Context: an optimization exercise on an open-source flow, tuned for small area, a short achievable clock period and few clock cycles per item. The choices shown serve that exercise and are no tape-out recipe. Function was not checked in any run shown here: the RTL went through the layout flow alone. Power figures rest on the tool's default switching activity, not on a simulated workload.

==> flow/design.v <==
`timescale 1ns / 1ps
package ssa_pkg;
  localparam int SAMPLE_W   = 16;
  localparam int RESULT_W   = 16;
  localparam int CFG_ADDR_W = 3;
  localparam int CFG_DATA_W = 32;
  localparam logic REG_IDX_MODE = 1'b0;
  localparam int DEN_W      = 31;
  localparam int DIV_STEPS  = 15;
endpackage
`timescale 1ns / 1ps
module ssa_cfg (
  input  logic                           clk,
  input  logic                           rst_n,
  input  logic                           cfg_psel,
  input  logic                           cfg_penable,
  input  logic                           cfg_pwrite,
  input  logic [ssa_pkg::CFG_ADDR_W-1:0] cfg_paddr,
  input  logic [ssa_pkg::CFG_DATA_W-1:0] cfg_pwdata,
  output logic [ssa_pkg::CFG_DATA_W-1:0] cfg_prdata,
  output logic                           cfg_pready,
  output logic                           mode
);
  logic mode_r;
  logic mode_nxt;
  logic wr_en;
  logic reg_idx;
  assign cfg_pready = 1'b1;
  assign reg_idx    = cfg_paddr[2];
  assign wr_en      = cfg_psel && cfg_penable && cfg_pwrite && cfg_pready;
  always_comb begin
    mode_nxt = mode_r;
    if (wr_en && (reg_idx == ssa_pkg::REG_IDX_MODE)) begin
      mode_nxt = cfg_pwdata[0];
    end
  end
  always_ff @(posedge clk) begin
    if (!rst_n) begin
      mode_r <= 1'b0;
    end else begin
      mode_r <= mode_nxt;
    end
  end
  logic rd_bit;
  always_ff @(posedge clk) begin
    rd_bit <= rst_n && mode_nxt && (reg_idx == ssa_pkg::REG_IDX_MODE);
  end
  assign cfg_prdata = {{(ssa_pkg::CFG_DATA_W-1){1'b0}}, rd_bit};
  assign mode = mode_r;
endmodule
`timescale 1ns / 1ps
module ssa_front (
  input  logic                         clk,
  input  logic                         rst_n,
  input  logic                         adv,
  input  logic                         in_vld,
  input  logic [ssa_pkg::SAMPLE_W-1:0] sample,
  input  logic                         mode,
  output logic                         vld_o,
  output logic                         mode_o,
  output logic                         neg_o,
  output logic                         act_o,
  output logic [17:0]                  rem_o,
  output logic [ssa_pkg::DEN_W-1:0]    den_o
);
  logic        v1, mode1, neg1;
  logic [15:0] m1, d1;
  assign m1 = sample[15] ? 16'(-sample) : sample;
  always_ff @(posedge clk) begin
    if (!rst_n) begin
      v1 <= 1'b0;
    end else if (adv) begin
      v1 <= in_vld;
    end
  end
  always_ff @(posedge clk) begin
    if (adv) begin
      mode1 <= mode;
      neg1  <= sample[15];
      d1    <= {m1[15:8] + 8'd1, m1[7:0]};
    end
  end
  logic        v2, mode2, neg2, act2;
  logic [31:0] sq_s, sq_c;
  logic [30:0] ps, pc;
  ssa_sq u_sq (
    .d  (d1),
    .ps (sq_s),
    .pc (sq_c)
  );
  always_ff @(posedge clk) begin
    if (!rst_n) begin
      v2 <= 1'b0;
    end else if (adv) begin
      v2 <= v1;
    end
  end
  always_ff @(posedge clk) begin
    if (adv) begin
      mode2 <= mode1;
      neg2  <= neg1;
      act2  <= !mode1 || (d1[15:9] == 7'd0);
      ps    <= mode1 ? sq_s[30:0] : {15'd0, d1};
      pc    <= mode1 ? sq_c[30:0] : 31'd0;
    end
  end
  always_ff @(posedge clk) begin
    if (!rst_n) begin
      vld_o <= 1'b0;
    end else if (adv) begin
      vld_o <= v2;
    end
  end
  always_ff @(posedge clk) begin
    if (adv) begin
      mode_o <= mode2;
      neg_o  <= neg2;
      act_o  <= act2;
      den_o  <= ps + pc;
      rem_o  <= mode2 ? 18'h1_0000 : {2'b00, ps[15:8] - 8'd1, ps[7:0]};
    end
  end
endmodule
module ssa_sq (
  input  logic [15:0] d,
  output logic [31:0] ps,
  output logic [31:0] pc
);
  logic c2, c4, c6, c8, c10, c12, c14, c16, c18, c20, c22, c24;
  logic c26, c28, c30, c32, c34, c36, c38, c40, c42, c44, c46, c48;
  logic c50, c52, c54, c56, c58, c60, c62, c64, c66, c68, c70, c72;
  logic c74, c76, c78, c80, c82, c84, c86, c88, c90, c92, c94, c96;
  logic c98, c100, c102, c104, c106, c108, c110, c112, c114, c116, c118, c120;
  logic c122, c124, c126, c128, c130, c132, c134, c136, c138, c140, c142, c144;
  logic c146, c148, c150, c152, c154, c156, c158, c160, c162, c164, c166, c168;
  logic c170, c172, c174, c176, c178, c180, c182, s1, s3, s5, s7, s9;
  logic s11, s13, s15, s17, s19, s21, s23, s25, s27, s29, s31, s33;
  logic s35, s37, s39, s41, s43, s45, s47, s49, s51, s53, s55, s57;
  logic s59, s61, s63, s65, s67, s69, s71, s73, s75, s77, s79, s81;
  logic s83, s85, s87, s89, s91, s93, s95, s97, s99, s101, s103, s105;
  logic s107, s109, s111, s113, s115, s117, s119, s121, s123, s125, s127, s129;
  logic s131, s133, s135, s137, s139, s141, s143, s145, s147, s149, s151, s153;
  logic s155, s157, s159, s161, s163, s165, s167, s169, s171, s173, s175, s177;
  logic s179, s181;
  assign s1 = (d[0] & d[11]) ^ (d[1] & d[10]);
  assign c2 = (d[0] & d[11]) & (d[1] & d[10]);
  assign s3 = (d[0] & d[12]) ^ (d[1] & d[11]);
  assign c4 = (d[0] & d[12]) & (d[1] & d[11]);
  assign s5 = (d[0] & d[13]) ^ (d[1] & d[12]) ^ (d[2] & d[11]);
  assign c6 = ((d[0] & d[13]) & (d[1] & d[12])) | ((d[0] & d[13]) & (d[2] & d[11])) | ((d[1] & d[12]) & (d[2] & d[11]));
  assign s7 = (d[3] & d[10]) ^ (d[4] & d[9]);
  assign c8 = (d[3] & d[10]) & (d[4] & d[9]);
  assign s9 = (d[0] & d[14]) ^ (d[1] & d[13]) ^ (d[2] & d[12]);
  assign c10 = ((d[0] & d[14]) & (d[1] & d[13])) | ((d[0] & d[14]) & (d[2] & d[12])) | ((d[1] & d[13]) & (d[2] & d[12]));
  assign s11 = (d[3] & d[11]) ^ (d[4] & d[10]);
  assign c12 = (d[3] & d[11]) & (d[4] & d[10]);
  assign s13 = (d[0] & d[15]) ^ (d[1] & d[14]) ^ (d[2] & d[13]);
  assign c14 = ((d[0] & d[15]) & (d[1] & d[14])) | ((d[0] & d[15]) & (d[2] & d[13])) | ((d[1] & d[14]) & (d[2] & d[13]));
  assign s15 = (d[3] & d[12]) ^ (d[4] & d[11]) ^ (d[5] & d[10]);
  assign c16 = ((d[3] & d[12]) & (d[4] & d[11])) | ((d[3] & d[12]) & (d[5] & d[10])) | ((d[4] & d[11]) & (d[5] & d[10]));
  assign s17 = (d[6] & d[9]) ^ (d[7] & d[8]);
  assign c18 = (d[6] & d[9]) & (d[7] & d[8]);
  assign s19 = (d[1] & d[15]) ^ (d[2] & d[14]) ^ (d[3] & d[13]);
  assign c20 = ((d[1] & d[15]) & (d[2] & d[14])) | ((d[1] & d[15]) & (d[3] & d[13])) | ((d[2] & d[14]) & (d[3] & d[13]));
  assign s21 = (d[4] & d[12]) ^ (d[5] & d[11]) ^ (d[6] & d[10]);
  assign c22 = ((d[4] & d[12]) & (d[5] & d[11])) | ((d[4] & d[12]) & (d[6] & d[10])) | ((d[5] & d[11]) & (d[6] & d[10]));
  assign s23 = (d[2] & d[15]) ^ (d[3] & d[14]) ^ (d[4] & d[13]);
  assign c24 = ((d[2] & d[15]) & (d[3] & d[14])) | ((d[2] & d[15]) & (d[4] & d[13])) | ((d[3] & d[14]) & (d[4] & d[13]));
  assign s25 = (d[5] & d[12]) ^ (d[6] & d[11]) ^ (d[7] & d[10]);
  assign c26 = ((d[5] & d[12]) & (d[6] & d[11])) | ((d[5] & d[12]) & (d[7] & d[10])) | ((d[6] & d[11]) & (d[7] & d[10]));
  assign s27 = (d[3] & d[15]) ^ (d[4] & d[14]) ^ (d[5] & d[13]);
  assign c28 = ((d[3] & d[15]) & (d[4] & d[14])) | ((d[3] & d[15]) & (d[5] & d[13])) | ((d[4] & d[14]) & (d[5] & d[13]));
  assign s29 = (d[4] & d[15]) ^ (d[5] & d[14]) ^ (d[6] & d[13]);
  assign c30 = ((d[4] & d[15]) & (d[5] & d[14])) | ((d[4] & d[15]) & (d[6] & d[13])) | ((d[5] & d[14]) & (d[6] & d[13]));
  assign s31 = (d[0] & d[7]) ^ (d[1] & d[6]);
  assign c32 = (d[0] & d[7]) & (d[1] & d[6]);
  assign s33 = (d[0] & d[8]) ^ (d[1] & d[7]);
  assign c34 = (d[0] & d[8]) & (d[1] & d[7]);
  assign s35 = (d[0] & d[9]) ^ (d[1] & d[8]) ^ (d[2] & d[7]);
  assign c36 = ((d[0] & d[9]) & (d[1] & d[8])) | ((d[0] & d[9]) & (d[2] & d[7])) | ((d[1] & d[8]) & (d[2] & d[7]));
  assign s37 = (d[3] & d[6]) ^ (d[4] & d[5]);
  assign c38 = (d[3] & d[6]) & (d[4] & d[5]);
  assign s39 = (d[0] & d[10]) ^ (d[1] & d[9]) ^ (d[2] & d[8]);
  assign c40 = ((d[0] & d[10]) & (d[1] & d[9])) | ((d[0] & d[10]) & (d[2] & d[8])) | ((d[1] & d[9]) & (d[2] & d[8]));
  assign s41 = (d[3] & d[7]) ^ (d[4] & d[6]);
  assign c42 = (d[3] & d[7]) & (d[4] & d[6]);
  assign s43 = s1 ^ (d[2] & d[9]) ^ (d[3] & d[8]);
  assign c44 = (s1 & (d[2] & d[9])) | (s1 & (d[3] & d[8])) | ((d[2] & d[9]) & (d[3] & d[8]));
  assign s45 = (d[4] & d[7]) ^ (d[5] & d[6]) ^ d[6];
  assign c46 = ((d[4] & d[7]) & (d[5] & d[6])) | ((d[4] & d[7]) & d[6]) | ((d[5] & d[6]) & d[6]);
  assign s47 = c2 ^ s3 ^ (d[2] & d[10]);
  assign c48 = (c2 & s3) | (c2 & (d[2] & d[10])) | (s3 & (d[2] & d[10]));
  assign s49 = (d[3] & d[9]) ^ (d[4] & d[8]) ^ (d[5] & d[7]);
  assign c50 = ((d[3] & d[9]) & (d[4] & d[8])) | ((d[3] & d[9]) & (d[5] & d[7])) | ((d[4] & d[8]) & (d[5] & d[7]));
  assign s51 = c4 ^ s5 ^ s7;
  assign c52 = (c4 & s5) | (c4 & s7) | (s5 & s7);
  assign s53 = (d[5] & d[8]) ^ (d[6] & d[7]) ^ d[7];
  assign c54 = ((d[5] & d[8]) & (d[6] & d[7])) | ((d[5] & d[8]) & d[7]) | ((d[6] & d[7]) & d[7]);
  assign s55 = c6 ^ c8 ^ s9;
  assign c56 = (c6 & c8) | (c6 & s9) | (c8 & s9);
  assign s57 = s11 ^ (d[5] & d[9]) ^ (d[6] & d[8]);
  assign c58 = (s11 & (d[5] & d[9])) | (s11 & (d[6] & d[8])) | ((d[5] & d[9]) & (d[6] & d[8]));
  assign s59 = c10 ^ c12 ^ s13;
  assign c60 = (c10 & c12) | (c10 & s13) | (c12 & s13);
  assign s61 = s15 ^ s17 ^ d[8];
  assign c62 = (s15 & s17) | (s15 & d[8]) | (s17 & d[8]);
  assign s63 = c14 ^ c16 ^ c18;
  assign c64 = (c14 & c16) | (c14 & c18) | (c16 & c18);
  assign s65 = s19 ^ s21 ^ (d[7] & d[9]);
  assign c66 = (s19 & s21) | (s19 & (d[7] & d[9])) | (s21 & (d[7] & d[9]));
  assign s67 = c20 ^ c22 ^ s23;
  assign c68 = (c20 & c22) | (c20 & s23) | (c22 & s23);
  assign s69 = s25 ^ (d[8] & d[9]) ^ d[9];
  assign c70 = (s25 & (d[8] & d[9])) | (s25 & d[9]) | ((d[8] & d[9]) & d[9]);
  assign s71 = c24 ^ c26 ^ s27;
  assign c72 = (c24 & c26) | (c24 & s27) | (c26 & s27);
  assign s73 = (d[6] & d[12]) ^ (d[7] & d[11]) ^ (d[8] & d[10]);
  assign c74 = ((d[6] & d[12]) & (d[7] & d[11])) | ((d[6] & d[12]) & (d[8] & d[10])) | ((d[7] & d[11]) & (d[8] & d[10]));
  assign s75 = c28 ^ s29 ^ (d[7] & d[12]);
  assign c76 = (c28 & s29) | (c28 & (d[7] & d[12])) | (s29 & (d[7] & d[12]));
  assign s77 = (d[8] & d[11]) ^ (d[9] & d[10]) ^ d[10];
  assign c78 = ((d[8] & d[11]) & (d[9] & d[10])) | ((d[8] & d[11]) & d[10]) | ((d[9] & d[10]) & d[10]);
  assign s79 = c30 ^ (d[5] & d[15]) ^ (d[6] & d[14]);
  assign c80 = (c30 & (d[5] & d[15])) | (c30 & (d[6] & d[14])) | ((d[5] & d[15]) & (d[6] & d[14]));
  assign s81 = (d[7] & d[13]) ^ (d[8] & d[12]) ^ (d[9] & d[11]);
  assign c82 = ((d[7] & d[13]) & (d[8] & d[12])) | ((d[7] & d[13]) & (d[9] & d[11])) | ((d[8] & d[12]) & (d[9] & d[11]));
  assign s83 = (d[6] & d[15]) ^ (d[7] & d[14]) ^ (d[8] & d[13]);
  assign c84 = ((d[6] & d[15]) & (d[7] & d[14])) | ((d[6] & d[15]) & (d[8] & d[13])) | ((d[7] & d[14]) & (d[8] & d[13]));
  assign s85 = (d[9] & d[12]) ^ (d[10] & d[11]) ^ d[11];
  assign c86 = ((d[9] & d[12]) & (d[10] & d[11])) | ((d[9] & d[12]) & d[11]) | ((d[10] & d[11]) & d[11]);
  assign s87 = (d[7] & d[15]) ^ (d[8] & d[14]) ^ (d[9] & d[13]);
  assign c88 = ((d[7] & d[15]) & (d[8] & d[14])) | ((d[7] & d[15]) & (d[9] & d[13])) | ((d[8] & d[14]) & (d[9] & d[13]));
  assign s89 = (d[8] & d[15]) ^ (d[9] & d[14]) ^ (d[10] & d[13]);
  assign c90 = ((d[8] & d[15]) & (d[9] & d[14])) | ((d[8] & d[15]) & (d[10] & d[13])) | ((d[9] & d[14]) & (d[10] & d[13]));
  assign s91 = (d[0] & d[5]) ^ (d[1] & d[4]);
  assign c92 = (d[0] & d[5]) & (d[1] & d[4]);
  assign s93 = (d[0] & d[6]) ^ (d[1] & d[5]);
  assign c94 = (d[0] & d[6]) & (d[1] & d[5]);
  assign s95 = s31 ^ (d[2] & d[5]) ^ (d[3] & d[4]);
  assign c96 = (s31 & (d[2] & d[5])) | (s31 & (d[3] & d[4])) | ((d[2] & d[5]) & (d[3] & d[4]));
  assign s97 = c32 ^ s33 ^ (d[2] & d[6]);
  assign c98 = (c32 & s33) | (c32 & (d[2] & d[6])) | (s33 & (d[2] & d[6]));
  assign s99 = c34 ^ s35 ^ s37;
  assign c100 = (c34 & s35) | (c34 & s37) | (s35 & s37);
  assign s101 = c36 ^ c38 ^ s39;
  assign c102 = (c36 & c38) | (c36 & s39) | (c38 & s39);
  assign s103 = c40 ^ c42 ^ s43;
  assign c104 = (c40 & c42) | (c40 & s43) | (c42 & s43);
  assign s105 = c44 ^ c46 ^ s47;
  assign c106 = (c44 & c46) | (c44 & s47) | (c46 & s47);
  assign s107 = c48 ^ c50 ^ s51;
  assign c108 = (c48 & c50) | (c48 & s51) | (c50 & s51);
  assign s109 = c52 ^ c54 ^ s55;
  assign c110 = (c52 & c54) | (c52 & s55) | (c54 & s55);
  assign s111 = c56 ^ c58 ^ s59;
  assign c112 = (c56 & c58) | (c56 & s59) | (c58 & s59);
  assign s113 = c60 ^ c62 ^ s63;
  assign c114 = (c60 & c62) | (c60 & s63) | (c62 & s63);
  assign s115 = c64 ^ c66 ^ s67;
  assign c116 = (c64 & c66) | (c64 & s67) | (c66 & s67);
  assign s117 = c68 ^ c70 ^ s71;
  assign c118 = (c68 & c70) | (c68 & s71) | (c70 & s71);
  assign s119 = c72 ^ c74 ^ s75;
  assign c120 = (c72 & c74) | (c72 & s75) | (c74 & s75);
  assign s121 = c76 ^ c78 ^ s79;
  assign c122 = (c76 & c78) | (c76 & s79) | (c78 & s79);
  assign s123 = c80 ^ c82 ^ s83;
  assign c124 = (c80 & c82) | (c80 & s83) | (c82 & s83);
  assign s125 = c84 ^ c86 ^ s87;
  assign c126 = (c84 & c86) | (c84 & s87) | (c86 & s87);
  assign s127 = c88 ^ s89 ^ (d[11] & d[12]);
  assign c128 = (c88 & s89) | (c88 & (d[11] & d[12])) | (s89 & (d[11] & d[12]));
  assign s129 = c90 ^ (d[9] & d[15]) ^ (d[10] & d[14]);
  assign c130 = (c90 & (d[9] & d[15])) | (c90 & (d[10] & d[14])) | ((d[9] & d[15]) & (d[10] & d[14]));
  assign s131 = (d[10] & d[15]) ^ (d[11] & d[14]) ^ (d[12] & d[13]);
  assign c132 = ((d[10] & d[15]) & (d[11] & d[14])) | ((d[10] & d[15]) & (d[12] & d[13])) | ((d[11] & d[14]) & (d[12] & d[13]));
  assign s133 = (d[0] & d[3]) ^ (d[1] & d[2]);
  assign c134 = (d[0] & d[3]) & (d[1] & d[2]);
  assign s135 = (d[0] & d[4]) ^ (d[1] & d[3]);
  assign c136 = (d[0] & d[4]) & (d[1] & d[3]);
  assign s137 = s91 ^ (d[2] & d[3]) ^ d[3];
  assign c138 = (s91 & (d[2] & d[3])) | (s91 & d[3]) | ((d[2] & d[3]) & d[3]);
  assign s139 = c92 ^ s93 ^ (d[2] & d[4]);
  assign c140 = (c92 & s93) | (c92 & (d[2] & d[4])) | (s93 & (d[2] & d[4]));
  assign s141 = c94 ^ s95 ^ d[4];
  assign c142 = (c94 & s95) | (c94 & d[4]) | (s95 & d[4]);
  assign s143 = c96 ^ s97 ^ (d[3] & d[5]);
  assign c144 = (c96 & s97) | (c96 & (d[3] & d[5])) | (s97 & (d[3] & d[5]));
  assign s145 = c98 ^ s99 ^ d[5];
  assign c146 = (c98 & s99) | (c98 & d[5]) | (s99 & d[5]);
  assign s147 = c100 ^ s101 ^ s41;
  assign c148 = (c100 & s101) | (c100 & s41) | (s101 & s41);
  assign s149 = c102 ^ s103 ^ s45;
  assign c150 = (c102 & s103) | (c102 & s45) | (s103 & s45);
  assign s151 = c104 ^ s105 ^ s49;
  assign c152 = (c104 & s105) | (c104 & s49) | (s105 & s49);
  assign s153 = c106 ^ s107 ^ s53;
  assign c154 = (c106 & s107) | (c106 & s53) | (s107 & s53);
  assign s155 = c108 ^ s109 ^ s57;
  assign c156 = (c108 & s109) | (c108 & s57) | (s109 & s57);
  assign s157 = c110 ^ s111 ^ s61;
  assign c158 = (c110 & s111) | (c110 & s61) | (s111 & s61);
  assign s159 = c112 ^ s113 ^ s65;
  assign c160 = (c112 & s113) | (c112 & s65) | (s113 & s65);
  assign s161 = c114 ^ s115 ^ s69;
  assign c162 = (c114 & s115) | (c114 & s69) | (s115 & s69);
  assign s163 = c116 ^ s117 ^ s73;
  assign c164 = (c116 & s117) | (c116 & s73) | (s117 & s73);
  assign s165 = c118 ^ s119 ^ s77;
  assign c166 = (c118 & s119) | (c118 & s77) | (s119 & s77);
  assign s167 = c120 ^ s121 ^ s81;
  assign c168 = (c120 & s121) | (c120 & s81) | (s121 & s81);
  assign s169 = c122 ^ s123 ^ s85;
  assign c170 = (c122 & s123) | (c122 & s85) | (s123 & s85);
  assign s171 = c124 ^ s125 ^ (d[10] & d[12]);
  assign c172 = (c124 & s125) | (c124 & (d[10] & d[12])) | (s125 & (d[10] & d[12]));
  assign s173 = c126 ^ s127 ^ d[12];
  assign c174 = (c126 & s127) | (c126 & d[12]) | (s127 & d[12]);
  assign s175 = c128 ^ s129 ^ (d[11] & d[13]);
  assign c176 = (c128 & s129) | (c128 & (d[11] & d[13])) | (s129 & (d[11] & d[13]));
  assign s177 = c130 ^ s131 ^ d[13];
  assign c178 = (c130 & s131) | (c130 & d[13]) | (s131 & d[13]);
  assign s179 = c132 ^ (d[11] & d[15]) ^ (d[12] & d[14]);
  assign c180 = (c132 & (d[11] & d[15])) | (c132 & (d[12] & d[14])) | ((d[11] & d[15]) & (d[12] & d[14]));
  assign s181 = (d[12] & d[15]) ^ (d[13] & d[14]) ^ d[14];
  assign c182 = ((d[12] & d[15]) & (d[13] & d[14])) | ((d[12] & d[15]) & d[14]) | ((d[13] & d[14]) & d[14]);
  assign ps[0] = d[0];
  assign pc[0] = 1'b0;
  assign ps[1] = 1'b0;
  assign pc[1] = 1'b0;
  assign ps[2] = (d[0] & d[1]);
  assign pc[2] = d[1];
  assign ps[3] = (d[0] & d[2]);
  assign pc[3] = 1'b0;
  assign ps[4] = s133;
  assign pc[4] = d[2];
  assign ps[5] = c134;
  assign pc[5] = s135;
  assign ps[6] = c136;
  assign pc[6] = s137;
  assign ps[7] = c138;
  assign pc[7] = s139;
  assign ps[8] = c140;
  assign pc[8] = s141;
  assign ps[9] = c142;
  assign pc[9] = s143;
  assign ps[10] = c144;
  assign pc[10] = s145;
  assign ps[11] = c146;
  assign pc[11] = s147;
  assign ps[12] = c148;
  assign pc[12] = s149;
  assign ps[13] = c150;
  assign pc[13] = s151;
  assign ps[14] = c152;
  assign pc[14] = s153;
  assign ps[15] = c154;
  assign pc[15] = s155;
  assign ps[16] = c156;
  assign pc[16] = s157;
  assign ps[17] = c158;
  assign pc[17] = s159;
  assign ps[18] = c160;
  assign pc[18] = s161;
  assign ps[19] = c162;
  assign pc[19] = s163;
  assign ps[20] = c164;
  assign pc[20] = s165;
  assign ps[21] = c166;
  assign pc[21] = s167;
  assign ps[22] = c168;
  assign pc[22] = s169;
  assign ps[23] = c170;
  assign pc[23] = s171;
  assign ps[24] = c172;
  assign pc[24] = s173;
  assign ps[25] = c174;
  assign pc[25] = s175;
  assign ps[26] = c176;
  assign pc[26] = s177;
  assign ps[27] = c178;
  assign pc[27] = s179;
  assign ps[28] = c180;
  assign pc[28] = s181;
  assign ps[29] = c182;
  assign pc[29] = (d[13] & d[15]);
  assign ps[30] = (d[14] & d[15]);
  assign pc[30] = d[15];
  assign ps[31] = 1'b0;
  assign pc[31] = 1'b0;
endmodule
`timescale 1ns / 1ps
module ssa_div_stage #(
  parameter int RW = 18
) (
  input  logic [RW-1:0]             rem_i,
  input  logic [ssa_pkg::DEN_W-1:0] den,
  input  logic                      act,
  output logic [RW:0]               rem_o,
  output logic                      q,
  output logic                      act_o
);
  logic [RW:0] op;
  logic        sub;
  generate
    if (RW >= ssa_pkg::DEN_W) begin : g_full
      assign op = (RW+1)'(den);
    end else begin : g_part
      assign op = {1'b0, den[RW-1:0]};
    end
    if (RW + 1 >= ssa_pkg::DEN_W) begin : g_act_full
      assign act_o = 1'b1;
    end else begin : g_act_part
      assign act_o = ~|den[ssa_pkg::DEN_W-1:RW+1];
    end
  endgenerate
  assign sub   = act & ~rem_i[RW-1];
  assign rem_o = {rem_i, 1'b0} + ((sub ? ~op : (act ? op : '0))) + (RW+1)'(sub);
  assign q     = act & ~rem_o[RW];
endmodule
`timescale 1ns / 1ps
module ssa_back (
  input  logic                         clk,
  input  logic                         rst_n,
  input  logic                         vld_i,
  input  logic                         mode_i,
  input  logic                         neg_i,
  input  logic [14:0]                  quo_i,
  output logic                         adv,
  output logic                         out_vld,
  input  logic                         out_rdy,
  output logic [ssa_pkg::RESULT_W-1:0] out_data
);
  logic                         ovld, svld, adv_r;
  logic [ssa_pkg::RESULT_W-1:0] odata, sdata;
  logic [ssa_pkg::RESULT_W-1:0] res;
  logic                         pop, push;
  assign res  = (neg_i && !mode_i) ? 16'(-{1'b0, quo_i}) : {1'b0, quo_i};
  assign adv  = adv_r;
  assign pop  = ovld && out_rdy;
  assign push = adv && vld_i;
  always_ff @(posedge clk) begin
    if (!rst_n) begin
      ovld  <= 1'b0;
      svld  <= 1'b0;
      adv_r <= 1'b1;
    end else begin
      if (pop) begin
        ovld  <= svld || push;
        svld  <= 1'b0;
        adv_r <= 1'b1;
      end else if (push) begin
        ovld  <= 1'b1;
        svld  <= ovld;
        adv_r <= !ovld;
      end
    end
  end
  always_ff @(posedge clk) begin
    if (pop && svld) begin
      odata <= sdata;
    end else if (push && (pop || !ovld)) begin
      odata <= res;
    end
    if (push && ovld && !pop) begin
      sdata <= res;
    end
  end
  assign out_vld  = ovld;
  assign out_data = odata;
endmodule
`timescale 1ns / 1ps
module softsign_activation_top (
  input  logic                           clk,
  input  logic                           rst_n,
  input  logic                           in_tvalid,
  output logic                           in_tready,
  input  logic [ssa_pkg::SAMPLE_W-1:0]   in_tdata,
  output logic                           out_tvalid,
  input  logic                           out_tready,
  output logic [ssa_pkg::RESULT_W-1:0]   out_tdata,
  input  logic                           cfg_psel,
  input  logic                           cfg_penable,
  input  logic                           cfg_pwrite,
  input  logic [ssa_pkg::CFG_ADDR_W-1:0] cfg_paddr,
  input  logic [ssa_pkg::CFG_DATA_W-1:0] cfg_pwdata,
  output logic [ssa_pkg::CFG_DATA_W-1:0] cfg_prdata,
  output logic                           cfg_pready
);
  localparam int STEPS_PER_REG = 1;
  localparam int NS  = ssa_pkg::DIV_STEPS;
  localparam int DW  = ssa_pkg::DEN_W;
  function automatic integer roff(input integer j);
    roff = 18 * j + (j * (j - 1)) / 2;
  endfunction
  function automatic integer qoff(input integer j);
    qoff = (j * (j - 1)) / 2;
  endfunction
  logic mode;
  logic adv;
  logic [NS:0]              vld_c, mode_c, neg_c, act_c;
  logic [roff(NS+1)-1:0]    rem_c;
  logic [(NS+1)*DW-1:0]     den_c;
  logic [qoff(NS+1)-1:0]    quo_c;
  assign in_tready = adv;
  ssa_cfg u_cfg (
    .clk         (clk),
    .rst_n       (rst_n),
    .cfg_psel    (cfg_psel),
    .cfg_penable (cfg_penable),
    .cfg_pwrite  (cfg_pwrite),
    .cfg_paddr   (cfg_paddr),
    .cfg_pwdata  (cfg_pwdata),
    .cfg_prdata  (cfg_prdata),
    .cfg_pready  (cfg_pready),
    .mode        (mode)
  );
  ssa_front u_front (
    .clk    (clk),
    .rst_n  (rst_n),
    .adv    (adv),
    .in_vld (in_tvalid),
    .sample (in_tdata),
    .mode   (mode),
    .vld_o  (vld_c[0]),
    .mode_o (mode_c[0]),
    .neg_o  (neg_c[0]),
    .act_o  (act_c[0]),
    .rem_o  (rem_c[0 +: 18]),
    .den_o  (den_c[0 +: DW])
  );
  for (genvar j = 0; j < NS; j++) begin : g_step
    localparam int RW = 18 + j;
    logic [RW:0]   rem_n;
    logic          qb;
    logic          act_n;
    logic [j:0]    quo_n;
    ssa_div_stage #(.RW(RW)) u_div (
      .rem_i (rem_c[roff(j) +: RW]),
      .den   (den_c[j*DW +: DW]),
      .act   (act_c[j]),
      .rem_o (rem_n),
      .q     (qb),
      .act_o (act_n)
    );
    if (j == 0) begin : g_q0
      assign quo_n = qb;
    end else begin : g_qn
      assign quo_n = {quo_c[qoff(j) +: j], qb};
    end
    if (((j + 1) % STEPS_PER_REG == 0) || (j == NS - 1)) begin : g_reg
      logic          vld_r, mode_r, neg_r, act_r;
      logic [RW:0]   rem_r;
      logic [DW-1:0] den_r;
      logic [j:0]    quo_r;
      always_ff @(posedge clk) begin
        if (!rst_n) begin
          vld_r <= 1'b0;
        end else if (adv) begin
          vld_r <= vld_c[j];
        end
      end
      always_ff @(posedge clk) begin
        if (adv) begin
          mode_r <= mode_c[j];
          neg_r  <= neg_c[j];
          act_r  <= act_n;
          rem_r  <= rem_n;
          den_r  <= den_c[j*DW +: DW];
          quo_r  <= quo_n;
        end
      end
      assign vld_c[j+1]                 = vld_r;
      assign mode_c[j+1]                = mode_r;
      assign neg_c[j+1]                 = neg_r;
      assign act_c[j+1]                 = act_r;
      assign rem_c[roff(j+1) +: RW + 1] = rem_r;
      assign den_c[(j+1)*DW +: DW]      = den_r;
      assign quo_c[qoff(j+1) +: j + 1]  = quo_r;
    end else begin : g_comb
      assign vld_c[j+1]                 = vld_c[j];
      assign mode_c[j+1]                = mode_c[j];
      assign neg_c[j+1]                 = neg_c[j];
      assign act_c[j+1]                 = act_n;
      assign rem_c[roff(j+1) +: RW + 1] = rem_n;
      assign den_c[(j+1)*DW +: DW]      = den_c[j*DW +: DW];
      assign quo_c[qoff(j+1) +: j + 1]  = quo_n;
    end
  end
  ssa_back u_back (
    .clk      (clk),
    .rst_n    (rst_n),
    .vld_i    (vld_c[NS]),
    .mode_i   (mode_c[NS]),
    .neg_i    (neg_c[NS]),
    .quo_i    (quo_c[qoff(NS) +: NS]),
    .adv      (adv),
    .out_vld  (out_tvalid),
    .out_rdy  (out_tready),
    .out_data (out_tdata)
  );
endmodule
==> flow/run.sh <==
#!/bin/bash
# synth_recipe.tcl (not shown) runs the flow's synth.tcl, then flattens the netlist and writes it again
# the make line also repeats each setting of config.mk as NAME=value (left out here)
make -C /OpenROAD-flow-scripts/flow DESIGN_CONFIG=/design/flow/config.mk WORK_HOME=/design/flow/orfs CLKGATE_MAP_FILE= SYNTH_SCRIPT=/design/flow/synth_recipe.tcl finish
==> flow/config.mk <==
export PLATFORM = sky130hd
export DESIGN_NAME = softsign_activation_top
export DESIGN_NICKNAME = softsign_activation_top
export VERILOG_FILES = /design/flow/design.v
export SDC_FILE = /design/flow/constraint.sdc
export NUM_CORES = 4
export LEC_CHECK = 0
export CAP_MARGIN = 20
export CORE_MARGIN = 2
export CORE_UTILIZATION = 40
export SETUP_SLACK_MARGIN = 4.0
export SLEW_MARGIN = 20
==> flow/constraint.sdc <==
create_clock -name core_clock -period 6.5 [get_ports {clk}]
set_input_delay 1.3000 -clock core_clock [delete_from_list [all_inputs] [get_ports {clk}]]
set_output_delay 1.3000 -clock core_clock [all_outputs]
set_load 0.01 [all_outputs]
==> results.yml, run 1 <==
synth:
  synth-main-ff-cell: "edfxtp_1"
  yosys_warnings: 4
  synthCells: 5027
  yosysSeqAreaShare_pct: 54.4
  synth_area_per_cell_um2: 12.4
  yosys_register_bits: 1138
  synth_edf_count: 1115
  ys_types: 90
  async_flop_share_pct: 0
  synth_area_um2: 62300
timing:
  whs_ns: 0.414
  rsz0062_at_grt: "yes"
  tns_ns: 0
  fin_crit_sh_pct: 53.4
  period_needed_ns: 3.47
  fmax_mhz: 288
  tightest_slew_ns: 0.943
  setup_viol: 0
  finalHoldViolations: 0
  drv_slew: 0
  relSlewSlack_pct: 37.1
  clock_skew_ns: 0.0329
cts:
  cts_sinks: 1138
  insertion_delay_ns: 0.74
  h-tree-depth: 3
  cts_buffers: 115
  cts-root-buf: "clkbuf_16"
  cts_tree: "built"
  clockBufferDepth: 3
  cts.clk_slew.worst_paths_ns: 0.06
detailed_routing:
  post_drt_wl_per_cell_um: 17.4
  drt_iter0_markers: 1694
  viasPerCell: 5.10
  routed_wl_mm: 136
  ant_nets: 0
  vias: 39800
  drc: 0
  dr.pass1.iters: 5
global_route:
  grt_start_max_net_pins: 197
  grt_first_pass_wirelength_mm: 207
  antenna_found_initial: 1
  grt_usage_pct: 16.2
  grt_pass1_vias: 40200
  overflow: 0
floorplanning:
  io_pins: 109
  core_area_um2: 154000
  fp-row-count: 144
  die-area_um2: 159000
  die_h_um: 399
  start_util_pct: 40.4
  fp.dieW_um: 399
worst_setup_path:
  cp.arrival_ns: 3.95
  reg2reg_setup_slack_ns: 3.03
  cp_cell_sequence: "buf_6 -> xnor2_2 -> and2_4 -> ha_4 -> nor2b_4 -> o311a_1 -> o31a_1 -> nor4_4 -> o311a_1 -> o211ai_1 -> buf_4 -> a311oi_2 -> o21bai_1 -> xor2_1"
  cp_slowest_stage_delay_ns: 0.38
  cp.required_ns: 6.97
  crit_top_cell: "o311a_1"
  critPathMaxFanout: 6
  start_kind: "flip-flop"
  crit_slowest_cell: "edfxtp_1"
  crit_type: "flip-flop to flip-flop"
  critPathCaptureType: "flip-flop"
placement:
  gp_congestion: 0.843
  place_hpwl_mm: 81.9
  placedCellCount: 7004
  postPlaceCellArea_um2: 65000
  port_buffers: 43
final_layout:
  instances_no_fill: 7811
  area_growth_pct: 31.5
  nets: 6227
  layout_common_cells: "1115 x edfxtp_1, 513 x xnor2_1, 348 x buf_4, 315 x and2_1, 225 x ha_1"
  layout_commonest_cell: "edfxtp_1"
  num-fill-cells: 12400
  drive_gt1_share_pct: 33.6
  postLayoutCellArea_um2: 82000
pwr:
  powerDensity_nw_per_um2: 610
  p_leak_nw: 32.9
  peakVddDrop_mv: 0.307
  finalPower_mw: 50.0
hold_path:
  hp-class: "flip-flop to flip-flop"
run_status:
  outcome: "timing/DRC/antenna clean"
run:
  drv_cap: 0
cell type report:
| cell class | instances | area (µm²) | area share (%) |
|---|---|---|---|
| multi-input cells | 3555 | 34100 | 41.6 |
| diodes | 1 | 2.50 | 0.00305 |
| well taps | 2044 | 2560 | 3.12 |
| inverters | 186 | 714 | 0.871 |
| repair buffers | 674 | 6850 | 8.36 |
| flip-flops and latches | 1138 | 34000 | 41.4 |
| clock buffers | 128 | 2970 | 3.62 |
| clock inverters | 85 | 840 | 1.02 |
state kept, by name, summed over array words and instances (netlist names), 12 cells and up:
register	cells
g_step.g_reg.act_r	12
g_step.g_reg.den_r	434
g_step.g_reg.mode_r	15
g_step.g_reg.neg_r	15
g_step.g_reg.quo_r	120
g_step.g_reg.rem_r	357
g_step.g_reg.vld_r	15
u_back.odata	16
u_back.sdata	16
u_front.d1	16
u_front.den_o	31
u_front.pc	28
u_front.ps	31
u_front.rem_o	16
metal layers:
layer	global-route usage (%)	vias up	share of wire, %
met1	16.8	19400	38
met2	31.6	558	55
li1	-	19500	-
met5	0	-	0
met3	2.20	313	2.4
met4	7.90	0	4.9
power by group:
part / internal [mW] / switching [mW] / total (mW)
clock: 3.81 / 2.87 / 6.68
sequential: 11.5 / 1.07 / 12.5
combinational: 16.0 / 14.9 / 30.8
total: 31.2 / 18.8 / 50.0
final timing paths:
check,start,cells past startpoint,end
max reg2reg,g_step[11].g_reg.rem_r[29],14,g_step[12].g_reg.rem_r[28]
min reg2reg,g_step[13].g_reg.quo_r[5],0,g_step[14].g_reg.quo_r[6]
max,g_step[11].g_reg.rem_r[29],14,g_step[12].g_reg.rem_r[28]
min,g_step[13].g_reg.quo_r[5],0,g_step[14].g_reg.quo_r[6]
Yosys cell counts (all sizes together), types with 119 or more instances:
| master | number | share of area (%) |
|---|---|---|
| nand2 | 223 | 1.3 |
| and2 | 415 | 4.2 |
| xor2 | 124 | 1.7 |
| a21oi | 338 | 2.7 |
| a21o | 152 | 1.8 |
| ha | 414 | 8.3 |
| xnor2 | 585 | 8.2 |
| o21ai | 186 | 1.5 |
| inv | 186 | 1.1 |
| nor2 | 201 | 1.2 |
| clkbuf | 119 | 0.72 |
| edfxtp | 1115 | 54 |
cell families (layout without fill, tap and decap cells):
group / Yosys count / in the layout / share of synthesized area (%)
flops: 1138 / 1138 / 54.4
compound gates: 1008 / 1008 / 10.4
other cells: 2 / 33 / 0.0120
buf+inv: 364 / 1073 / 2.40
simple gates: 1262 / 1262 / 11.0
fa+ha+maj: 499 / 499 / 11.0
mux: 45 / 45 / 0.769
xor+xnor: 709 / 709 / 9.96
repair_timing:
| item | CTS | global route |
|---|---|---|
| endpoints found under the hold margin | 0 | 0 |
| resized for setup | 1184 | 619 |
| setup buffers | 396 | 186 |
| hold buffers | 0 | 0 |
| pin swaps | 560 | 478 |
| setup endpoints to repair | 636 | 462 |
| cloned | 10 | 1 |
metrics by stage:
stage / worst slack [ns] / utilization (%)
after floorplan: -2.35 / -
after global placement: 1.95 / 42.1
after detailed placement: 1.98 / 42.1
after CTS: 3.04 / 50.2
after global routing: 2.91 / 53.1
final: 3.03 / 53.1
worst max-delay path, delay by kind of cell (launching register included):
kind	cells	cell delay, ns
AOI/OAI and AO/OA	6	1.36
xor gates and xnor gates	2	0.27
adders and majority gates	1	0.21
buffers and inverters	2	0.33
DFF	1	0.38
and+or+nand+nor	3	0.66
==> run 2, diff against run 1 <==
--- a/flow/config.mk
+++ b/flow/config.mk
@@ -9,4 +9,4 @@
 export CORE_MARGIN = 2
 export CORE_UTILIZATION = 40
-export SETUP_SLACK_MARGIN = 4.0
+export SETUP_SLACK_MARGIN = 3.5
 export SLEW_MARGIN = 20
==> run 2 against run 1 <==
Against the previous run:
- still clean
- fmax fell by 0.11%
- register-to-register slack about the same
- area after synthesis is the same
- critical path depth did not move
- cell count down 2.1%
- utilization is 2.3 points lower
- synthesized cell count did not move
- global-route usage shrank 0.41 points
- clock power about the same
- sequential power about the same
- final area decreased by 4.3%
- via count down 2.3%
==> results.yml, run 2 <==
run:
  drv_cap: 0
pwr:
  power_frac_comb_pct: 58.8
  sequentialPowerShare_pct: 26.9
  finalPower_mw: 46.5
  intPower_mw: 29.0
  swShare_pct: 37.6
  p_leak_nw: 31.4
  p_clk_share_pct: 14.4
  powerDensity_nw_per_um2: 592
  peakVddDrop_mv: 0.290
  p_sw_mw: 17.5
detailed_routing:
  routed_wl_mm: 130
  post_drt_wl_per_cell_um: 17.1
  ant_nets: 0
  drt_iter0_markers: 1605
  vias: 38900
  viasPerCell: 5.09
  dr.pass1.iters: 5
  drc: 0
floorplanning:
  core_area_um2: 154000
  fp-row-count: 144
  start_util_pct: 40.4
  io_pins: 109
  die_h_um: 399
  die-area_um2: 159000
  fp.dieW_um: 399
synth:
  synth_common_cells: "1115 x edfxtp_1, 585 x xnor2_1, 415 x and2_1, 414 x ha_1, 334 x a21oi_1"
  synth-main-ff-cell: "edfxtp_1"
  yosysSeqAreaShare_pct: 54.4
  synth_edf_count: 1115
  netlist.area_leader.share_pct: 53.7
  yosysMostFrequentCell: "edfxtp_1"
  synthTopCellsByArea: "edfxtp_1 54%, ha_1 8.3%, xnor2_1 8.2%"
  synth_top_cell_by_area: "edfxtp_1"
  yosys_warnings: 4
  synthCells: 5027
  synth_area_um2: 62300
  ys_types: 90
  synth_area_per_cell_um2: 12.4
  async_flop_share_pct: 0
  yosys_register_bits: 1138
final_layout:
  layout_common_cells: "1115 x edfxtp_1, 532 x xnor2_1, 350 x and2_1, 301 x buf_4, 253 x ha_1"
  nets: 6062
  post-route-util_pct: 50.8
  top_regs: "g_step.g_reg.den_r x434, g_step.g_reg.rem_r x357, g_step.g_reg.quo_r x120"
  largest_reg_flops: 434
  area_growth_pct: 25.8
  layout_commonest_cell: "edfxtp_1"
  top_register: "g_step.g_reg.den_r"
  instances_no_fill: 7647
  drive_gt1_share_pct: 26.2
timing:
  fmax_mhz: 288
  clock_skew_ns: 0.0329
  setup_slack_ns: 3.02
  period_needed_ns: 3.48
  setup_viol: 0
  drv_slew: 0
  finalHoldViolations: 0
  rsz0062_at_grt: "yes"
  relSlewSlack_pct: 31.0
  whs_ns: 0.412
  tightest_slew_ns: 1.04
  fin_crit_sh_pct: 53.5
worst_setup_path:
  reg2reg_setup_slack_ns: 3.02
  r2r_start: "g_step[11].g_reg.rem_r[29]"
  worstReg2RegEnd: "g_step[12].g_reg.rem_r[28]"
  critPathMaxFanout: 6
  start_kind: "flip-flop"
  cp.arrival_ns: 3.95
  cp.required_ns: 6.97
  reg2regPathDepth: 14
  critPathCaptureType: "flip-flop"
  crit_type: "flip-flop to flip-flop"
  startpoint: "g_step[11].g_reg.rem_r[29]"
hold_path:
  hp-class: "flip-flop to flip-flop"
  min_path_cells: 0
  hp-start: "g_step[13].g_reg.quo_r[5]"
  holdPathEnd: "g_step[14].g_reg.quo_r[6]"
cts:
  cts-root-buf: "clkbuf_16"
  cts_sinks: 1138
  h-tree-depth: 3
  insertion_delay_ns: 0.73
  cts_buffers: 115
  cts.clk_slew.worst_paths_ns: 0.06
  cts_tree: "built"
  clockBufferDepth: 3
placement:
  place_hpwl_mm: 81.9
  placedCellCount: 7004
  port_buffers: 43
  gp_congestion: 0.843
  place_ws_ns: 1.98
global_route:
  overflow: 0
  grt_first_pass_wirelength_mm: 202
  grt_pass1_vias: 39400
  grt_start_max_net_pins: 197
  grt_usage_pct: 15.8
  antenna_found_initial: 1
run_status:
  outcome: "timing/DRC/antenna clean"
-- run 2: changes by cell type in the layout (fill, tap and decap cells not counted), moves of 24 or more --
cell and change:
buf_6 -116, buf_4 -47, ha_4 -34, and2_1 +35
a21oi_2 -40, and2_4 -35, a21oi_1 +51, nand2_1 +24
ha_1 +28
-- run 2: how the worst max path moves through the flow --
| stage | endpoint | slack [ns] |
|---|---|---|
| 2_1_floorplan | u_back.odata[0] | -2.35 |
| 3_3_place_gp | g_step[1].g_reg.rem_r[16] | 1.95 |
| 3_5_place_dp | g_step[1].g_reg.rem_r[18] | 1.98 |
| 4_1_cts | g_step[11].g_reg.rem_r[29] | 3.04 |
| 5_1_grt | g_step[12].g_reg.rem_r[28] | 2.93 |
| 6_report | g_step[12].g_reg.rem_r[28] | 3.02 |
-- run 2: final cells by class --
class,instances,area (µm²)
clock inverters,85,840
flip-flops and latches,1138,33900
diodes,2,5.00
fillers,12900,76000
clock buffers,128,2970
inverters,186,712
repair buffers,509,5140
well taps,2044,2560
multi-input cells,3555,32300
-- run 2: critical path, cell delays in order (launching register included) --
cell and delay, ns:
edfxtp_1 0.38, buf_6 0.16, xnor2_2 0.13, and2_4 0.16, ha_4 0.22, nor2b_4 0.13, o311a_1 0.30, o31a_1 0.31
nor4_4 0.36, o311a_1 0.28, o211ai_1 0.13, buf_4 0.18, a311oi_2 0.24, o21bai_1 0.11, xor2_1 0.14
-- run 2: power by group through the flow --
stage | logic (mW) | registers (mW) | clock network, mW
floorplan | 15.1 | 12.1 | 0
global placement | 18.1 | 12.6 | 0
detailed placement | 18.3 | 12.7 | 0
CTS | 23.9 | 12.4 | 6.83
global route | 29.8 | 12.7 | 7.10
finish | 27.3 | 12.5 | 6.67
-- run 2: cells by family after synthesis --
logic type	count (synthesis)	share of synthesized area, %
AO/OA/AOI/OAI	1008	10.4
XOR/XNOR	709	9.96
adder cells (fa/ha/maj)	499	11.0
buffers and inverters	364	2.40
flip-flops	1138	54.4
multiplexers	45	0.769
other	2	0.0120
AND/OR/NAND/NOR	1262	11.0
-- run 2: timing repair --
action | CTS | global route
setup endpoints to repair | 277 | 229
resized for setup | 773 | 415
hold buffers | 0 | 0
buffers inserted | 300 | 118
gates cloned | 10 | 0
pin swaps | 383 | 336
-- run 2: through the flow --
step           instance area [µm²]  TNS (ns)
6_report                     78400         0
5_1_grt                      78400         0
4_1_cts                      75500         0
3_5_place_dp                 65000         0
3_3_place_gp                 65000         0
2_1_floorplan                62500  -1924.38
-- run 2: routing by layer --
layer | wire length, µm | track usage [%]
met5 | 0 | 0
met4 | 6530 | 7.57
met3 | 3250 | 2.18
met2 | 71900 | 30.8
met1 | 48700 | 16.3
==> run 3, diff against run 2 <==
--- a/flow/design.v
+++ b/flow/design.v
@@ -42,9 +42,10 @@
     end
   end
-  logic rd_bit;
-  always_ff @(posedge clk) begin
-    rd_bit <= rst_n && mode_nxt && (reg_idx == ssa_pkg::REG_IDX_MODE);
+  always_comb begin
+    unique case (reg_idx)
+      ssa_pkg::REG_IDX_MODE: cfg_prdata = {{(ssa_pkg::CFG_DATA_W-1){1'b0}}, mode_r};
+      default:               cfg_prdata = '0;
+    endcase
   end
-  assign cfg_prdata = {{(ssa_pkg::CFG_DATA_W-1){1'b0}}, rd_bit};
   assign mode = mode_r;
 endmodule
@@ -432,26 +433,23 @@
   output logic [ssa_pkg::RESULT_W-1:0] out_data
 );
-  logic                         ovld, svld, adv_r;
+  logic                         ovld, svld;
   logic [ssa_pkg::RESULT_W-1:0] odata, sdata;
   logic [ssa_pkg::RESULT_W-1:0] res;
   logic                         pop, push;
   assign res  = (neg_i && !mode_i) ? 16'(-{1'b0, quo_i}) : {1'b0, quo_i};
-  assign adv  = adv_r;
+  assign adv  = !(ovld && svld);
   assign pop  = ovld && out_rdy;
   assign push = adv && vld_i;
   always_ff @(posedge clk) begin
     if (!rst_n) begin
-      ovld  <= 1'b0;
-      svld  <= 1'b0;
-      adv_r <= 1'b1;
+      ovld <= 1'b0;
+      svld <= 1'b0;
     end else begin
       if (pop) begin
-        ovld  <= svld || push;
-        svld  <= 1'b0;
-        adv_r <= 1'b1;
+        ovld <= svld || push;
+        svld <= 1'b0;
       end else if (push) begin
-        ovld  <= 1'b1;
-        svld  <= ovld;
-        adv_r <= !ovld;
+        ovld <= 1'b1;
+        svld <= ovld;
       end
     end
--- a/flow/config.mk
+++ b/flow/config.mk
@@ -9,4 +9,3 @@
 export CORE_MARGIN = 2
 export CORE_UTILIZATION = 40
-export SETUP_SLACK_MARGIN = 3.5
 export SLEW_MARGIN = 20
==> run 3 against run 2 <==
Against the previous run:
- routed wire length is 9.1% lower
- setup slack lost 1.4 ns
- sequential share of layout area rose by 5.7 points
- global-route usage fell by 1.1 points
- non-clock buffer count down 433
- total power down 18%
- utilization fell by 6.5 points
==> results.yml, run 3 <==
final_layout:
  layout_commonest_cell: "edfxtp_1"
  top_regs: "g_step.g_reg.den_r x434, g_step.g_reg.rem_r x357, g_step.g_reg.quo_r x120"
  layout_common_cells: "1115 x edfxtp_1, 568 x xnor2_1, 419 x and2_1, 414 x ha_1, 312 x a21oi_1"
  drive_gt1_share_pct: 5.18
  nets: 5730
  area_growth_pct: 10.1
  post-route-util_pct: 44.3
  largest_reg_flops: 434
  num-fill-cells: 14200
  top_register: "g_step.g_reg.den_r"
detailed_routing:
  vias: 37400
  routed_wl_mm: 118
  drc: 0
  drt_iter0_markers: 1576
  post_drt_wl_per_cell_um: 16.2
  dr.pass1.iters: 6
  ant_nets: 0
  viasPerCell: 5.10
pwr:
  power_frac_comb_pct: 49.7
  p_clk_share_pct: 17.4
  p_sw_mw: 14.3
  powerDensity_nw_per_um2: 550
  peakVddDrop_mv: 0.305
  swShare_pct: 37.6
  p_leak_nw: 28.2
  intPower_mw: 23.8
  sequentialPowerShare_pct: 32.9
global_route:
  grt_start_max_net_pins: 175
  antenna_found_initial: 1
  grt_pass1_vias: 38000
  grt_usage_pct: 14.7
  grt_first_pass_wirelength_mm: 194
  overflow: 0
timing:
  relSlewSlack_pct: 25.3
  fmax_mhz: 207
  tns_ns: 0
  rsz0062_at_grt: "no"
  finalHoldViolations: 0
  setup_viol: 0
  tightest_slew_ns: 1.12
  setup_slack_ns: 1.67
  drv_slew: 0
  clock_skew_ns: 0.0551
  period_needed_ns: 4.83
  whs_ns: 0.409
  fin_crit_sh_pct: 74.4
worst_setup_path:
  crit_slowest_cell: "a2111oi_0"
  critPathCaptureType: "flip-flop"
  r2r_start: "g_step[11].g_reg.rem_r[29]"
  reg2reg_setup_slack_ns: 1.67
  critical_path_buf_inv_count: 1
  cp.required_ns: 6.97
  cp_cell_sequence: "buf_4 -> xnor2_1 -> and2_1 -> ha_1 -> nor2b_1 -> o21ai_0 -> a21oi_1 -> o211ai_1 -> nand2_1 -> a221o_1 -> a2111oi_0 -> o21ai_0 -> xor2_1"
  worstReg2RegEnd: "g_step[12].g_reg.rem_r[28]"
  crit_type: "flip-flop to flip-flop"
  cp.arrival_ns: 5.30
  crit_top_cell: "o21ai_0"
  start_kind: "flip-flop"
  cp_top_family: "compound AO/OA/AOI/OAI gates"
  cp_slowest_stage_delay_ns: 0.94
  critPathMaxFanout: 19
  reg2regPathDepth: 13
floorplanning:
  fp-row-count: 145
  core_area_um2: 156000
  die-area_um2: 160000
  start_util_pct: 40.3
  io_pins: 109
  fp.dieW_um: 400
  die_h_um: 400
placement:
  gp_congestion: 0.878
  port_buffers: 43
  place_hpwl_mm: 86.5
  place_ws_ns: 1.74
cts:
  cts_resized: 0
  cts-root-buf: "clkbuf_16"
  cts_tree: "built"
  cts_sinks: 1136
  clockBufferDepth: 3
  cts_buffers: 117
  insertion_delay_ns: 0.73
  hold_buffers: 0
  postCtsSetupBuffers: 0
  cts.clk_slew.worst_paths_ns: 0.06
  h-tree-depth: 3
synth:
  yosysMostFrequentCell: "edfxtp_1"
  async_flop_share_pct: 0
  synth_area_per_cell_um2: 12.2
  netlist.area_leader.share_pct: 53.3
  ys_types: 89
  synth_top_cell_by_area: "edfxtp_1"
  yosys_warnings: 4
  synth_common_cells: "1115 x edfxtp_1, 568 x xnor2_1, 419 x and2_1, 414 x ha_1, 312 x a21oi_1"
  synth_edf_count: 1115
  synthCells: 5138
  yosys_register_bits: 1136
  synth_area_um2: 62800
  yosysSeqAreaShare_pct: 54.0
  synthTopCellsByArea: "edfxtp_1 53%, ha_1 8.2%, xnor2_1 7.9%"
  synth-main-ff-cell: "edfxtp_1"
run:
  drv_cap: 0
hold_path:
  holdPathEnd: "g_step[8].g_reg.quo_r[2]"
  hp-class: "flip-flop to flip-flop"
  hp-start: "g_step[7].g_reg.quo_r[1]"
  min_path_cells: 0
run_status:
  outcome: "timing/DRC/antenna clean"
[run 3: cell types whose count changed in the layout (fill, tap and decap cells not counted), moves of 69 or more]
cell,before,now
a21oi_1,217,312
a21oi_2,88,2
and2_1,350,419
buf_4,301,28
buf_6,97,0
ha_1,253,414
ha_4,117,0
nand2_1,202,284
o21ai_0,91,178
[run 3: worst max path at each step]
stage,from,endpoint,cells past startpoint
after floorplan,u_back.ovld,u_back.odata[0],5
after global placement,g_step[11].g_reg.rem_r[29],g_step[12].g_reg.rem_r[28],13
after detailed placement,g_step[11].g_reg.rem_r[29],g_step[12].g_reg.rem_r[28],13
after CTS,g_step[11].g_reg.rem_r[29],g_step[12].g_reg.rem_r[28],13
after global routing,g_step[11].g_reg.rem_r[29],g_step[12].g_reg.rem_r[28],13
final,g_step[11].g_reg.rem_r[29],g_step[12].g_reg.rem_r[28],13
[run 3: per-layer routing]
metal / vias up / GRT usage (%) / wire [µm]
met5: - / 0 / 0
met4: 0 / 5.66 / 4200
li1: 18600 / - / -
met1: 18000 / 16.7 / 48600
met3: 238 / 1.83 / 2870
met2: 493 / 27.9 / 62800
[run 3: through the flow]
| stage | instance area (µm²) | instances | power [mW] |
|---|---|---|---|
| CTS | 69200 | 7326 | 38.3 |
| floorplan | 63000 | 5168 | 27.4 |
| finish | 69200 | 7327 | 38.1 |
| global route | 69200 | 7326 | 41.1 |
| global placement | 65400 | 7112 | 31.2 |
| detailed placement | 65400 | 7112 | 31.5 |
[run 3: logic make-up after synthesis]
| kind of cell | after synthesis | share of synthesized area, % |
|---|---|---|
| simple gates | 1370 | 11.6 |
| flops | 1136 | 54.0 |
| compound gates | 1015 | 10.5 |
| xor+xnor | 707 | 9.86 |
| fa+ha+maj | 499 | 11.0 |
| buf+inv | 379 | 2.54 |
| mux | 30 | 0.528 |
| other cells | 2 | 0.0120 |
[run 3: cell type report]
class	instances	area (µm²)	area share (%)
inverters	189	717	1.04
clock buffers	132	2980	4.31
repair buffers	76	741	1.07
clock inverters	82	802	1.16
diodes	1	2.50	0.00362
flip-flops and latches	1136	33900	49.0
well taps	2058	2570	3.72
multi-input cells	3653	27500	39.7
[run 3: power by group through the flow]
stage	Combinational, mW	Sequential [mW]	Clock, mW
final	18.9	12.5	6.62
after floorplan	15.3	12.0	0
after global routing	21.3	12.8	7.10
after CTS	18.9	12.6	6.82
after global placement	18.5	12.7	0
after detailed placement	18.8	12.7	0
==> run 4, diff against run 3 <==
--- a/flow/config.mk
+++ b/flow/config.mk
@@ -9,3 +9,4 @@
 export CORE_MARGIN = 2
 export CORE_UTILIZATION = 40
+export SETUP_SLACK_MARGIN = 2.5
 export SLEW_MARGIN = 20
==> run 4 against run 3 <==
Against the previous run:
- first-iteration DRC count grew 8.5%
- sequential power is essentially flat
- routed wire length grew 2.5%
- utilization grew 0.50 points
- die area is the same
- critical path depth shrank 1
==> results.yml, run 4 <==
worst_setup_path:
  worstReg2RegEnd: "g_step[9].g_reg.rem_r[22]"
  reg2reg_setup_slack_ns: 2.64
  cp.arrival_ns: 4.33
  cp.required_ns: 6.97
  critPathMaxFanout: 7
  start_kind: "flip-flop"
  reg2regPathDepth: 12
  r2r_start: "g_step[8].g_reg.rem_r[26]"
  crit_type: "flip-flop to flip-flop"
  critPathCaptureType: "flip-flop"
synth:
  synth-main-ff-cell: "edfxtp_1"
  synth_edf_count: 1115
  ys_types: 89
  synth_common_cells: "1115 x edfxtp_1, 568 x xnor2_1, 419 x and2_1, 414 x ha_1, 312 x a21oi_1"
  synthTopCellsByArea: "edfxtp_1 53%, ha_1 8.2%, xnor2_1 7.9%"
  synthCells: 5138
  synth_area_um2: 62800
  netlist.area_leader.share_pct: 53.3
  yosysMostFrequentCell: "edfxtp_1"
  yosys_warnings: 4
  yosys_register_bits: 1136
  yosysSeqAreaShare_pct: 54.0
  synth_area_per_cell_um2: 12.2
  async_flop_share_pct: 0
  synth_top_cell_by_area: "edfxtp_1"
floorplanning:
  fp-row-count: 145
  start_util_pct: 40.3
  die_h_um: 400
  fp.dieW_um: 400
  core_area_um2: 156000
  io_pins: 109
  die-area_um2: 160000
detailed_routing:
  post_drt_wl_per_cell_um: 16.4
  drt_iter0_markers: 1710
  viasPerCell: 5.07
  drc: 0
  vias: 37500
  dr.pass1.iters: 6
  ant_nets: 0
  routed_wl_mm: 121
final_layout:
  layout_common_cells: "1115 x edfxtp_1, 568 x xnor2_1, 418 x and2_1, 412 x ha_1, 310 x a21oi_1"
  nets: 5782
  top_regs: "g_step.g_reg.den_r x434, g_step.g_reg.rem_r x357, g_step.g_reg.quo_r x120"
  largest_reg_flops: 434
  area_growth_pct: 11.3
  top_register: "g_step.g_reg.den_r"
  diodes: 0
  drive_gt1_share_pct: 6.57
  postLayoutCellArea_um2: 70000
  post-route-util_pct: 44.8
  layout_commonest_cell: "edfxtp_1"
timing:
  setup_slack_ns: 2.64
  drv_slew: 0
  period_needed_ns: 3.86
  setup_viol: 0
  fin_crit_sh_pct: 59.3
  fmax_mhz: 259
  rsz0062_at_grt: "yes"
  tightest_slew_ns: 1.00
  finalHoldViolations: 0
  relSlewSlack_pct: 33.3
  clock_skew_ns: 0.0661
  tns_ns: 0
pwr:
  intPower_mw: 24.0
  sequentialPowerShare_pct: 32.2
  swShare_pct: 37.6
  p_sw_mw: 14.5
  peakVddDrop_mv: 0.270
  powerDensity_nw_per_um2: 551
  p_leak_nw: 28.5
  power_frac_comb_pct: 50.3
  p_clk_share_pct: 17.5
cts:
  cts_tree: "built"
  h-tree-depth: 3
  clockBufferDepth: 3
  cts_buffers: 119
  cts-root-buf: "clkbuf_16"
  cts_sinks: 1136
  insertion_delay_ns: 0.75
  cts.clk_slew.worst_paths_ns: 0.07
global_route:
  grt_pass1_vias: 37700
  antenna_found_initial: 0
  grt_start_max_net_pins: 174
  grt_first_pass_wirelength_mm: 194
  grt_usage_pct: 14.8
  overflow: 0
run:
  drv_cap: 0
hold_path:
  hp-start: "u_front.den_o[23]"
  hp-class: "flip-flop to flip-flop"
  min_path_cells: 0
  holdPathEnd: "g_step[0].g_reg.den_r[23]"
placement:
  postPlaceCellArea_um2: 65400
  gp_congestion: 0.876
  place_ws_ns: 1.92
  port_buffers: 43
  place_hpwl_mm: 86.8
run_status:
  outcome: "timing/DRC/antenna clean"
==> run 4: cells by family after synthesis <==
| logic type | synth area share, % |
|---|---|
| fa+ha+maj | 11.0 |
| simple gates | 11.6 |
| buf+inv | 2.54 |
| mux | 0.528 |
| xor+xnor | 9.86 |
| compound gates | 10.5 |
| other cells | 0.0120 |
| flops | 54.0 |
==> run 4: worst max path at each step <==
| stage | startpoint | endpoint | depth (start not counted) |
|---|---|---|---|
| floorplan | u_back.ovld | u_back.odata[0] | 5 |
| global placement | g_step[11].g_reg.rem_r[29] | g_step[12].g_reg.rem_r[28] | 13 |
| detailed placement | g_step[11].g_reg.rem_r[29] | g_step[12].g_reg.rem_r[28] | 13 |
| CTS | g_step[5].g_reg.act_r | g_step[6].g_reg.rem_r[23] | 11 |
| global route | g_step[7].g_reg.rem_r[25] | g_step[8].g_reg.rem_r[21] | 13 |
| finish | g_step[8].g_reg.rem_r[26] | g_step[9].g_reg.rem_r[22] | 12 |
==> run 4: cell type report <==
type / count / area [µm²]
Fill cell: 14100 / 86100
Sequential cell: 1136 / 33900
Multi-Input combinational cell: 3654 / 27600
Clock buffer: 144 / 3100
Tap cell: 2058 / 2570
Timing Repair Buffer: 124 / 1240
Clock inverter: 80 / 792
Inverter: 189 / 736
Timing Repair inverter: 1 / 11.3
==> run 4: repair_timing <==
action,4_1_cts,5_1_grt
pin swaps,0,5
hold buffers,0,0
setup buffers,37,9
endpoints found under the setup margin,49,28
resized for setup,10,22
gates cloned,0,2
==> run 4: metrics by stage <==
stage,hold WS (ns),std cells,power (mW)
CTS,0.383,7375,38.6
detailed placement,0.405,7114,31.5
finish,0.389,7386,38.5
global placement,0.400,7114,31.2
floorplan,0.400,5168,27.4
global route,0.418,7386,41.6
==> run 4: layer usage <==
| metal | routed length, µm | global-route usage [%] | up-vias |
|---|---|---|---|
| li1 | - | - | 18700 |
| met2 | 65100 | 28.4 | 490 |
| met4 | 4310 | 5.15 | 0 |
| met1 | 48800 | 16.6 | 18000 |
| met5 | 0 | 0 | - |
| met3 | 3220 | 2.08 | 244 |
==> run 4: worst max-delay path, stage by stage, from the launching register on <==
cell,delay (ns)
edfxtp_1,0.44
buf_12,0.18
buf_4,0.15
xnor2_1,0.11
and2_1,0.15
ha_2,0.18
or4_4,0.51
o211ai_1,0.24
or3b_4,0.44
o311a_4,0.35
o41ai_4,0.46
nor2_1,0.08
o311a_1,0.29
==> run 4: power by group through the flow <==
stage | sequential, mW | combinational, mW | clock, mW
floorplan | 12.0 | 15.3 | 0
global placement | 12.7 | 18.5 | 0
detailed placement | 12.7 | 18.8 | 0
CTS | 12.5 | 19.2 | 6.94
global route | 12.6 | 21.7 | 7.22
finish | 12.4 | 19.4 | 6.74

static timing again, ports no longer ideal:
In the flow no input, the clock included, has a driving cell. The finished layouts below were timed again as built, in two steps. Step 1 sets driving cells, clkbuf_16 on the clock port and buf_2 on the other inputs (assumed; they add their load-dependent delay and slew). Step 2 moves the port delays by t, midway between the first and last clock arrival at a register: inputs arrive t later, outputs are due t later. That takes back most of the time a late clock gives input paths. Three values: ideal ports, drivers, drivers and shift; two values: the first two.
run	t, ns	slack for setup (ns)	worst hold slack (ns)	latest minus earliest clock arrival (ns)	cell pins on the clock port's net
run 1	0.801	3.029 / 3.029 / 3.029	0.414 / 0.414 / 0.414	0.039 / 0.039	1
run 2	0.793	3.025 / 3.025 / 2.889	0.412 / 0.412 / 0.412	0.036 / 0.036	1
run 3	0.782	1.667 / 1.667 / 1.667	0.409 / 0.409 / 0.409	0.056 / 0.057	1
run 4	0.796	2.643 / 2.637 / 2.119	0.389 / 0.389 / 0.389	0.071 / 0.071	1
After both steps setup and hold are still met in every run listed. For run 4, which loses most, drivers alone change the setup slack by -0.006 ns; drivers and shift together by -0.524 ns.
